Context: an optimization exercise on an open-source flow, tuned for small area. The choices shown serve that exercise and are no tape-out recipe.
Function was checked by simulation only, so behaviour that the tests miss may differ from the original.
No driver is modelled on the clock port, so clocking that relies on it looks cheaper here than on a real chip.
Power and IR drop assume default switching activity.

== run 1 ==
// leveltwo_top
module leveltwo_top
#(
    parameter int META_DELAY = 4
) (
    input  wire  logic                                    clk_i,
    input  wire  logic                                    arst_n_i,
    input  wire  logic [l2_pkg::NTIO*l2_pkg::TRIG_W-1:0]  tio_trig_i,
    input  wire  logic [l2_pkg::NTIO*l2_pkg::META_W-1:0]  tio_meta_i,
    input  wire  logic                                    holdoff_i,
    input  wire  logic                                    dead_i,
    input  wire  logic                                    logictype_i,
    input  wire  logic                                    rf_en_i,
    input  wire  logic [l2_pkg::MASK_LF_LSB+1:0]          mask_i,
    output logic [l2_pkg::NTIO*l2_pkg::META_W-1:0]        tio_meta_o,
    output logic [l2_pkg::NPOL*l2_pkg::NSECT-1:0]         leveltwo_o,
    output logic [l2_pkg::NPOL-1:0]                       mie_o,
    output logic [1:0]                                    lf_o,
    output logic                                          aux_o,
    output logic                                          levelthree_o,
    output logic                                          trig_o
);
Settings: LEC_CHECK=0, CAP_MARGIN=20, CORE_MARGIN=2, CORE_UTILIZATION=62, GPL_TIMING_DRIVEN=0, SLEW_MARGIN=20; clock period 3.0 ns.
standard.sh (not shown) runs the stock make flow with config.mk's settings and CLKGATE_MAP_FILE= SYNTH_SCRIPT=/design/flow/synth_recipe.tcl, a recipe that flattens the netlist after the stock synthesis.
==> flow/flow/run.sh <==
#!/bin/bash
# The standard layout (standard.sh) with the port buffer cells chosen
# here (a delay cell on inputs, buf_1 on outputs) and CTS without dummy loads.
set -euo pipefail
export IN_BUF_CELL=sky130_fd_sc_hd__dlygate4sd1_1
export PRE_GLOBAL_PLACE_TCL=$PWD/flow/pre_gpl.tcl
export BUFFER_PORTS_ARGS="-outputs -buffer_cell sky130_fd_sc_hd__buf_1"
export CTS_ARGS="-sink_clustering_enable -repair_clock_nets -dont_use_dummy_load -sink_clustering_size 30 -sink_clustering_max_diameter 60"
bash standard.sh finish > standard_flow.log 2>&1
==> flow/flow/pre_gpl.tcl <==
# inputs get their own port buffer cell; outputs are buffered by the
# standard buffer_ports call (BUFFER_PORTS_ARGS in run.sh)
buffer_ports -inputs -buffer_cell $::env(IN_BUF_CELL)
Per the final summary, run 1 finished and its layout is clean on timing, DRC and antenna.
What run 2 does differently from run 1 at the input level:
Settings: CAP_MARGIN changed from 20 to 10; CORE_UTILIZATION changed from 62 to 66; SLEW_MARGIN changed from 20 to 10.
==> flow/flow/run.sh <==
#!/bin/bash
# The standard layout (standard.sh) with buf_1 port buffers, hold repair
# with plain buffers only, and CTS without dummy loads.
set -euo pipefail
export IN_BUF_CELL=sky130_fd_sc_hd__buf_1
export PRE_GLOBAL_PLACE_TCL=$PWD/flow/pre_gpl.tcl
export BUFFER_PORTS_ARGS="-outputs -buffer_cell sky130_fd_sc_hd__buf_1"
export CTS_ARGS="-sink_clustering_enable -repair_clock_nets -dont_use_dummy_load -sink_clustering_size 34 -sink_clustering_max_diameter 70"
export PRE_CTS_TCL=$PWD/flow/no_dly.tcl
export PRE_GLOBAL_ROUTE_TCL=$PWD/flow/no_dly.tcl
export PRE_DETAIL_ROUTE_TCL=$PWD/flow/no_dly.tcl
bash standard.sh finish > standard_flow.log 2>&1
==> flow/flow/no_dly.tcl (new file) <==
# repair hold with plain buffers rather than the large delay cells
set_dont_use [get_lib_cells {sky130_fd_sc_hd__dlygate* sky130_fd_sc_hd__clkdlybuf* sky130_fd_sc_hd__dlymetal*}]
--- a/flow/flow/pre_gpl.tcl
+++ b/flow/flow/pre_gpl.tcl
@@ -0,0 +1,2 @@
+# as the timing-driven standard flow does, drop synthesis buffers first
+remove_buffers
==> comparison <==
In the final design statistics, run 2 uses fewer standard cells in total than run 1.
Run 1 vs run 2, kind of path behind the tightest hold check: primary input to flop vs primary input to asynchronous set/reset pin
The tapcell count number comes out higher for run 1 vs run 2.
Between run 1 and run 2, floorplan die width is lower for run 2, run 1 comes in above that.
Number of gates resized after CTS in run 2 is 49 lower than in run 1
Run 2 against run 1: average vias per placed instance about even, die area fell about 6%, post-layout total power fell 0.86 mW.
Compared with run 1, run 2 shows proportion of layout cells with a drive suffix above 1 lower by 2.2 points.
The final reports for run 2 and run 1 show critical path depth higher in the former.
Relative to run 2, the following input files were edited for run 3:
Settings: swapping 66 for 70 in CORE_UTILIZATION.
--- a/flow/flow/run.sh
+++ b/flow/flow/run.sh
@@ -8 +8 @@
-export CTS_ARGS="-sink_clustering_enable -repair_clock_nets -dont_use_dummy_load -sink_clustering_size 34 -sink_clustering_max_diameter 70"
+export CTS_ARGS="-sink_clustering_enable -repair_clock_nets -dont_use_dummy_load -sink_clustering_size 40 -sink_clustering_max_diameter 45"
Findings:
- Via count is higher on run 3
- Run 2 → run 3: die area went down, largest net degree at the start of global routing now sits higher.
- Run 3 does better than run 2 on register-to-register slack.
- Overall routed net length: run 3 worse than run 2
> inputs changed (run 3 -> run 4)
Settings: SLEW_MARGIN changed from 10 to 20; GPL_TIMING_DRIVEN removed (was 0); CAP_MARGIN changed from 10 to 20; CORE_UTILIZATION changed from 70 to 65.
==> flow/flow/run.sh <==
#!/bin/bash
# The standard layout (standard.sh), with the port buffers chosen here:
# a delay cell on each input, buf_1 on each output; and CTS buffer options.
set -euo pipefail
export IN_BUF_CELL=sky130_fd_sc_hd__buf_1
export PRE_GLOBAL_PLACE_TCL=$PWD/flow/pre_gpl.tcl
export BUFFER_PORTS_ARGS="-outputs -buffer_cell sky130_fd_sc_hd__buf_1"
bash standard.sh finish > standard_flow.log 2>&1
==> flow/flow/pre_gpl.tcl <==
# inputs get a delay-cell buffer (hold on input-to-register paths),
# outputs get buf_1 (BUFFER_PORTS_ARGS in run.sh)
buffer_ports -inputs -buffer_cell $::env(IN_BUF_CELL)
removed: flow/flow/no_dly.tcl
==> run summary <==
- Run 3 has higher number of inserted diodes than run 4.
- Per the final summary, run 4 finished and its layout is clean on timing, DRC and antenna.
- On area of placed instances: run 4 sits below run 3.
- Run 4 against run 3; detailed placement HPWL is down by a few percent.
- Die footprint sits higher in run 4 than in run 3.
- On run 4: final setup slack of the worst path is 0.040 ns higher than what run 3 gave.
- sky130_fd_sc_hd__a2111o_1 as the critical path's slowest cell was reported by run 4, and sky130_fd_sc_hd__dfrtp_4 by run 3.
- Measured against each other, run 4 and run 3 differ in portion of the clock cycle consumed by the worst path in the final layout, the lower figure coming from run 4.
- For the arrival time of data at the critical path endpoint, run 4 came in 0.02 ns lower than run 3 did.


Setup of try-violet:
leveltwo_top again, from the RTL that the note above started with.
Settings: LEC_CHECK=0, CAP_MARGIN=10, CORE_MARGIN=2, CORE_UTILIZATION=70, GPL_TIMING_DRIVEN=0, SLEW_MARGIN=10; clock period 3.0 ns.
==> flow/flow/run.sh <==
#!/bin/bash
# The standard layout (standard.sh) with buf_1 port buffers, hold repair
# with plain buffers only, and CTS without dummy loads.
set -euo pipefail
export IN_BUF_CELL=sky130_fd_sc_hd__buf_1
export PRE_GLOBAL_PLACE_TCL=$PWD/flow/pre_gpl.tcl
export BUFFER_PORTS_ARGS="-outputs -buffer_cell sky130_fd_sc_hd__buf_1"
export CTS_ARGS="-sink_clustering_enable -repair_clock_nets -dont_use_dummy_load -sink_clustering_size 34 -sink_clustering_max_diameter 70"
export PRE_CTS_TCL=$PWD/flow/no_dly.tcl
export PRE_GLOBAL_ROUTE_TCL=$PWD/flow/no_dly.tcl
export PRE_DETAIL_ROUTE_TCL=$PWD/flow/no_dly.tcl
bash standard.sh finish > standard_flow.log 2>&1
==> flow/flow/no_dly.tcl <==
# repair hold with plain buffers rather than the large delay cells
set_dont_use [get_lib_cells {sky130_fd_sc_hd__dlygate* sky130_fd_sc_hd__clkdlybuf* sky130_fd_sc_hd__dlymetal*}]
==> flow/flow/pre_gpl.tcl <==
# as the timing-driven standard flow does, drop synthesis buffers first
remove_buffers
# inputs get their own port buffer cell; outputs are buffered by the
# standard buffer_ports call (BUFFER_PORTS_ARGS in run.sh)
buffer_ports -inputs -buffer_cell $::env(IN_BUF_CELL)
try-violet completed end to end with timing, DRC and antenna clean.
Modified inputs, try-raven compared to try-violet
- SLEW_MARGIN: 10 -> 20
- CAP_MARGIN: 10 -> 20
- CORE_UTILIZATION: 70 -> 62
--- a/flow/flow/run.sh
+++ b/flow/flow/run.sh
@@ -7,3 +7,3 @@
 export BUFFER_PORTS_ARGS="-outputs -buffer_cell sky130_fd_sc_hd__buf_1"
-export CTS_ARGS="-sink_clustering_enable -repair_clock_nets -dont_use_dummy_load -sink_clustering_size 34 -sink_clustering_max_diameter 70"
+export CTS_ARGS="-sink_clustering_enable -repair_clock_nets -dont_use_dummy_load -sink_clustering_size 30 -sink_clustering_max_diameter 60"
 export PRE_CTS_TCL=$PWD/flow/no_dly.tcl
==> flow/flow/pre_gpl.tcl <==
# inputs get their own port buffer cell; outputs are buffered by the
# standard buffer_ports call (BUFFER_PORTS_ARGS in run.sh)
buffer_ports -inputs -buffer_cell $::env(IN_BUF_CELL)
[summary]
try-raven ran to completion and came out clean on the timing, DRC and antenna checks.
| number of clock buffer instances in the layout | try-raven vs try-violet | 9 higher |
NOTE: filler cell count in try-raven exceeds that of try-violet
Changes observed in try-raven relative to try-violet: maximum frequency has decreased; die width has increased; number of antenna violations at the first check in global routing has increased; internal power component has increased; transition at the pin with the smallest max-transition slack has increased.
When the final numbers for try-violet and try-raven were put side by side, the global routing met2 resource utilization turned out to be greater in try-violet.
diff inputs: try-raven => try-onyx
- SLEW_MARGIN: 20 -> 10
- CAP_MARGIN: 20 -> 10
- CORE_UTILIZATION: 62 -> 70
--- a/flow/flow/run.sh
+++ b/flow/flow/run.sh
@@ -7,3 +7,3 @@
 export BUFFER_PORTS_ARGS="-outputs -buffer_cell sky130_fd_sc_hd__buf_1"
-export CTS_ARGS="-sink_clustering_enable -repair_clock_nets -dont_use_dummy_load -sink_clustering_size 30 -sink_clustering_max_diameter 60"
+export CTS_ARGS="-sink_clustering_enable -repair_clock_nets -dont_use_dummy_load -sink_clustering_size 34 -sink_clustering_max_diameter 70"
 export PRE_CTS_TCL=$PWD/flow/no_dly.tcl
--- a/flow/flow/pre_gpl.tcl
+++ b/flow/flow/pre_gpl.tcl
@@ -1 +1,20 @@
+# as the timing-driven standard flow does, drop synthesis buffers first
+remove_buffers
+# start every cell from its smallest drive strength; repair_design and
+# repair_timing size up what the timing and slew limits need
+set n_down 0
+foreach inst [get_cells *] {
+  set ref [get_property $inst ref_name]
+  if {![regexp {^(sky130_fd_sc_hd__[a-z0-9]+)_([0-9]+)$} $ref -> base drive]} { continue }
+  if {$drive <= 1 || [regexp {tap|conb|fill|decap|diode} $base]} { continue }
+  foreach d {1 0} {
+    set cand [get_lib_cells -quiet "*/${base}_$d"]
+    if {[llength $cand] > 0 && ![get_property [lindex $cand 0] dont_use]} {
+      replace_cell $inst [lindex $cand 0]
+      incr n_down
+      break
+    }
+  }
+}
+puts "downsized $n_down cells"
 # inputs get their own port buffer cell; outputs are buffered by the
Results
- Final core utilization ended up 8.0 points higher on try-onyx than on try-raven.
- try-raven → try-onyx: slack of the critical path went down, critical path's largest stage delay grew by 0.12 ns.
The following lists how try-yarrow was set up differently from try-onyx:
- changing SLEW_MARGIN from 10 to 20
- removing GPL_TIMING_DRIVEN (formerly 0)
- changing CORE_UTILIZATION from 70 to 40
- changing CAP_MARGIN from 10 to 20
==> flow/run.sh (new file) <==
#!/bin/bash
# synth_recipe.tcl (not shown) runs the flow's synth.tcl, then flattens the netlist and writes it again
# the make line also repeats each setting of config.mk as NAME=value (left out here)
make -C /OpenROAD-flow-scripts/flow DESIGN_CONFIG=/design/flow/config.mk WORK_HOME=/design/flow/orfs CLKGATE_MAP_FILE= SYNTH_SCRIPT=/design/flow/synth_recipe.tcl finish
removed: flow/flow/run.sh
removed: flow/flow/no_dly.tcl
removed: flow/flow/pre_gpl.tcl
removed: flow/standard.sh
Results
- Finished layout cell area delta for try-yarrow relative to try-onyx: about 23% higher
- Diff try-onyx -> try-yarrow | total core area | increase of about 80%
- Comparing utilization of the core after routing for try-yarrow and try-onyx, the smaller number came from try-yarrow.
- Delta (try-yarrow minus try-onyx): total power consumption of the routed design rose by 34%; fraction of area in non-clock buffers rose by 8.7 points.
- Taking try-yarrow as 1.0, try-onyx lands at 0.42 on count of fill cells added during filler insertion.
- [try-yarrow] worst hold slack rose 0.22 ns relative to try-onyx
- Taking try-yarrow over try-onyx, the net switching power ratio works out to 1.3.
- The switching share of power of try-yarrow falls short of that of try-onyx by 0.38 points.
- Clock power ends up higher on try-yarrow.
- Looking at logic depth of the worst setup path including buffers, try-yarrow sits below try-onyx.


Setup of run A:
Another version of the RTL of leveltwo_top (not shown whole).
Size: roughly 1100 flip-flops, roughly 610 I/O pins, ~27000 µm² of cells after synthesis.
export LEC_CHECK = 0
export CAP_MARGIN = 10
export CORE_MARGIN = 2
export CORE_UTILIZATION = 72
export GPL_TIMING_DRIVEN = 0
export SLEW_MARGIN = 10
export SYNTH_HIERARCHICAL = 1
create_clock -name core_clock -period 3.0 [get_ports {clk_i}]
==> flow/flow/run.sh <==
#!/bin/bash
# The standard layout (standard.sh) with buf_1 port buffers, hold repair
# with plain buffers only, and CTS without dummy loads.
set -euo pipefail
export IN_BUF_CELL=sky130_fd_sc_hd__buf_1
export PRE_GLOBAL_PLACE_TCL=$PWD/flow/pre_gpl.tcl
export BUFFER_PORTS_ARGS="-outputs -buffer_cell sky130_fd_sc_hd__buf_1"
export CTS_ARGS="-sink_clustering_enable -repair_clock_nets -dont_use_dummy_load -sink_clustering_size 32 -sink_clustering_max_diameter 60"
export PRE_CTS_TCL=$PWD/flow/no_dly.tcl
export PRE_GLOBAL_ROUTE_TCL=$PWD/flow/no_dly.tcl
export PRE_DETAIL_ROUTE_TCL=$PWD/flow/no_dly.tcl
bash standard.sh finish > standard_flow.log 2>&1
==> flow/flow/no_dly.tcl <==
# repair hold with plain buffers rather than the large delay cells
set_dont_use [get_lib_cells {sky130_fd_sc_hd__dlygate* sky130_fd_sc_hd__clkdlybuf* sky130_fd_sc_hd__dlymetal*}]
==> flow/flow/pre_gpl.tcl <==
# as the timing-driven standard flow does, drop synthesis buffers first
remove_buffers
# start every cell from its smallest drive strength; repair_design and
# repair_timing size up what the timing and slew limits need
set n_down 0
foreach inst [get_cells *] {
  set ref [get_property $inst ref_name]
  if {![regexp {^(sky130_fd_sc_hd__[a-z0-9]+)_([0-9]+)$} $ref -> base drive]} { continue }
  if {$drive <= 1 || [regexp {tap|conb|fill|decap|diode} $base]} { continue }
  foreach d {1 0} {
    set cand [get_lib_cells -quiet "*/${base}_$d"]
    if {[llength $cand] > 0 && ![get_property [lindex $cand 0] dont_use]} {
      replace_cell $inst [lindex $cand 0]
      incr n_down
      break
    }
  }
}
puts "downsized $n_down cells"
# inputs get their own port buffer cell; outputs are buffered by the
# standard buffer_ports call (BUFFER_PORTS_ARGS in run.sh)
buffer_ports -inputs -buffer_cell $::env(IN_BUF_CELL)
The inputs of run B differ from those of run A as listed below.
Settings: a change of CORE_UTILIZATION from 72 to 75.
## What came out
Setup WNS run A -> run B: worse
The lower worst hold margin came out of run B.
From run A to run B the numbers moved as follows: core utilization rose 3.3 points, detailed placement HPWL rose 3.7%, total chip power rose 0.36%.
#### Input delta (run C over run B)
Settings: changing CORE_UTILIZATION from 75 to 72.
diff --git a/flow/flow/run.sh b/flow/flow/run.sh
--- a/flow/flow/run.sh
+++ b/flow/flow/run.sh
@@ -8 +8 @@
-export CTS_ARGS="-sink_clustering_enable -repair_clock_nets -dont_use_dummy_load -sink_clustering_size 32 -sink_clustering_max_diameter 60"
+export CTS_ARGS="-sink_clustering_enable -repair_clock_nets -dont_use_dummy_load -sink_clustering_size 28 -sink_clustering_max_diameter 100"
Notes after the runs:
Logic gate share of total power delta for run C relative to run B: 0.2 points lower. Wire length of the first global-routing pass sits lower in run C than in run B. In run C relative to run B, die area had gone up by a few percent.
[inputs] run D vs run C
diff --git a/flow/flow/run.sh b/flow/flow/run.sh
--- a/flow/flow/run.sh
+++ b/flow/flow/run.sh
@@ -8 +8 @@
-export CTS_ARGS="-sink_clustering_enable -repair_clock_nets -dont_use_dummy_load -sink_clustering_size 28 -sink_clustering_max_diameter 100"
+export CTS_ARGS="-sink_clustering_enable -repair_clock_nets -dont_use_dummy_load -sink_clustering_size 32 -sink_clustering_max_diameter 80"
## What came out
- Per the final summary, run D finished and its layout is clean on timing, DRC and antenna.
- The inserted tap cell count was comparable across run D and run C.
- | total via count in the routed design | run D vs run C | ≈ equal |
- On sequential power, run C tracks run D almost exactly.
- Run D against run C; clock buffer count from CTS is down by more than 10%.
- | minimum setup slack in the final design | lower: run D |
### run D -> run E
Settings: CORE_UTILIZATION now 70, was 72.
diff --git a/flow/flow/run.sh b/flow/flow/run.sh
--- a/flow/flow/run.sh
+++ b/flow/flow/run.sh
@@ -8 +8 @@
-export CTS_ARGS="-sink_clustering_enable -repair_clock_nets -dont_use_dummy_load -sink_clustering_size 32 -sink_clustering_max_diameter 80"
+export CTS_ARGS="-sink_clustering_enable -repair_clock_nets -dont_use_dummy_load -sink_clustering_size 32 -sink_clustering_max_diameter 60"
==> flow/flow/pre_gpl.tcl <==
# as the timing-driven standard flow does, drop synthesis buffers first
remove_buffers
# inputs get their own port buffer cell; outputs are buffered by the
# standard buffer_ports call (BUFFER_PORTS_ARGS in run.sh)
buffer_ports -inputs -buffer_cell $::env(IN_BUF_CELL)
Findings:
Run E: no failed stages, no open violations at the end
Run E: filler cell count in the final layout is 11% higher than what run D reported.
Run E has pin slew with the least headroom to its limit above what run D had.
Looking only at routing usage on met2, and setting everything else aside, the lower value of run E and run D goes to run E.
Relative to run D, the sum of net half-perimeters after detailed placement measured on run E has increased slightly.
Delta (run E minus run D): combinational share of power stayed essentially flat, number of logic stages on the critical path including buffering increased 1.

re-timing with driven ports:
In the flow no input, the clock included, has a driving cell. The finished layouts below were timed again as built, in two steps. Step 1 sets driving cells, clkbuf_16 on the clock port and buf_2 on the other inputs (assumed; they add their load-dependent delay and slew). Step 2 adds t to the input delays and takes it off the output delays; t is the mean of the earliest and latest rising clock arrival at the registers after step 1. Input paths then give back, and output paths get back, about the clock's delay inside the block. Three values: no drivers, after step 1, after step 2; two values: the first two.
| run | shift t [ns] | setup WS [ns] | worst hold slack (ns) | clock arrival spread, ns | worst data-port slew with drivers (ns) |
|---|---|---|---|---|---|
| run 1 | 0.660 | 0.086 / 0.029 / 0.100 | 0.158 / 0.125 / 0.299 | 0.057 / 0.057 | 0.13 |
| run 2 | 0.630 | 0.087 / 0.087 / 0.087 | 0.090 / 0.061 / 0.326 | 0.028 / 0.028 | 0.14 |
| run 3 | 0.672 | 0.119 / 0.069 / 0.119 | 0.031 / 0.012 / 0.271 | 0.078 / 0.078 | 0.13 |
| run 4 | 0.703 | 0.159 / 0.159 / 0.159 | 0.039 / 0.058 / 0.319 | 0.039 / 0.039 | 0.13 |
| try-violet | 0.621 | 0.125 / 0.125 / 0.125 | 0.085 / 0.057 / 0.266 | 0.057 / 0.057 | 0.13 |
| try-raven | 0.662 | 0.057 / 0.057 / 0.057 | 0.054 / 0.022 / 0.305 | 0.044 / 0.044 | 0.13 |
| try-onyx | 0.623 | 0.053 / 0.053 / 0.053 | 0.079 / 0.045 / 0.265 | 0.067 / 0.067 | 0.13 |
| try-yarrow | 0.703 | 0.023 / -0.037 / 0.088 | 0.299 / 0.299 / 0.299 | 0.047 / 0.047 | 0.15 |
| run A | 0.641 | 0.172 / 0.117 / 0.758 | 0.074 / 0.046 / 0.293 | 0.041 / 0.042 | 0.14 |
| run B | 0.623 | 0.088 / 0.034 / 0.657 | 0.040 / 0.030 / 0.259 | 0.080 / 0.080 | 0.13 |
| run C | 0.651 | 0.177 / 0.121 / 0.772 | 0.063 / 0.031 / 0.294 | 0.045 / 0.045 | 0.15 |
| run D | 0.633 | 0.141 / 0.088 / 0.721 | 0.051 / 0.037 / 0.283 | 0.041 / 0.040 | 0.15 |
| run E | 0.637 | 0.107 / 0.052 / 0.690 | 0.011 / -0.013 / 0.293 | 0.055 / 0.055 | 0.14 |
After both steps every run listed still meets setup and hold.
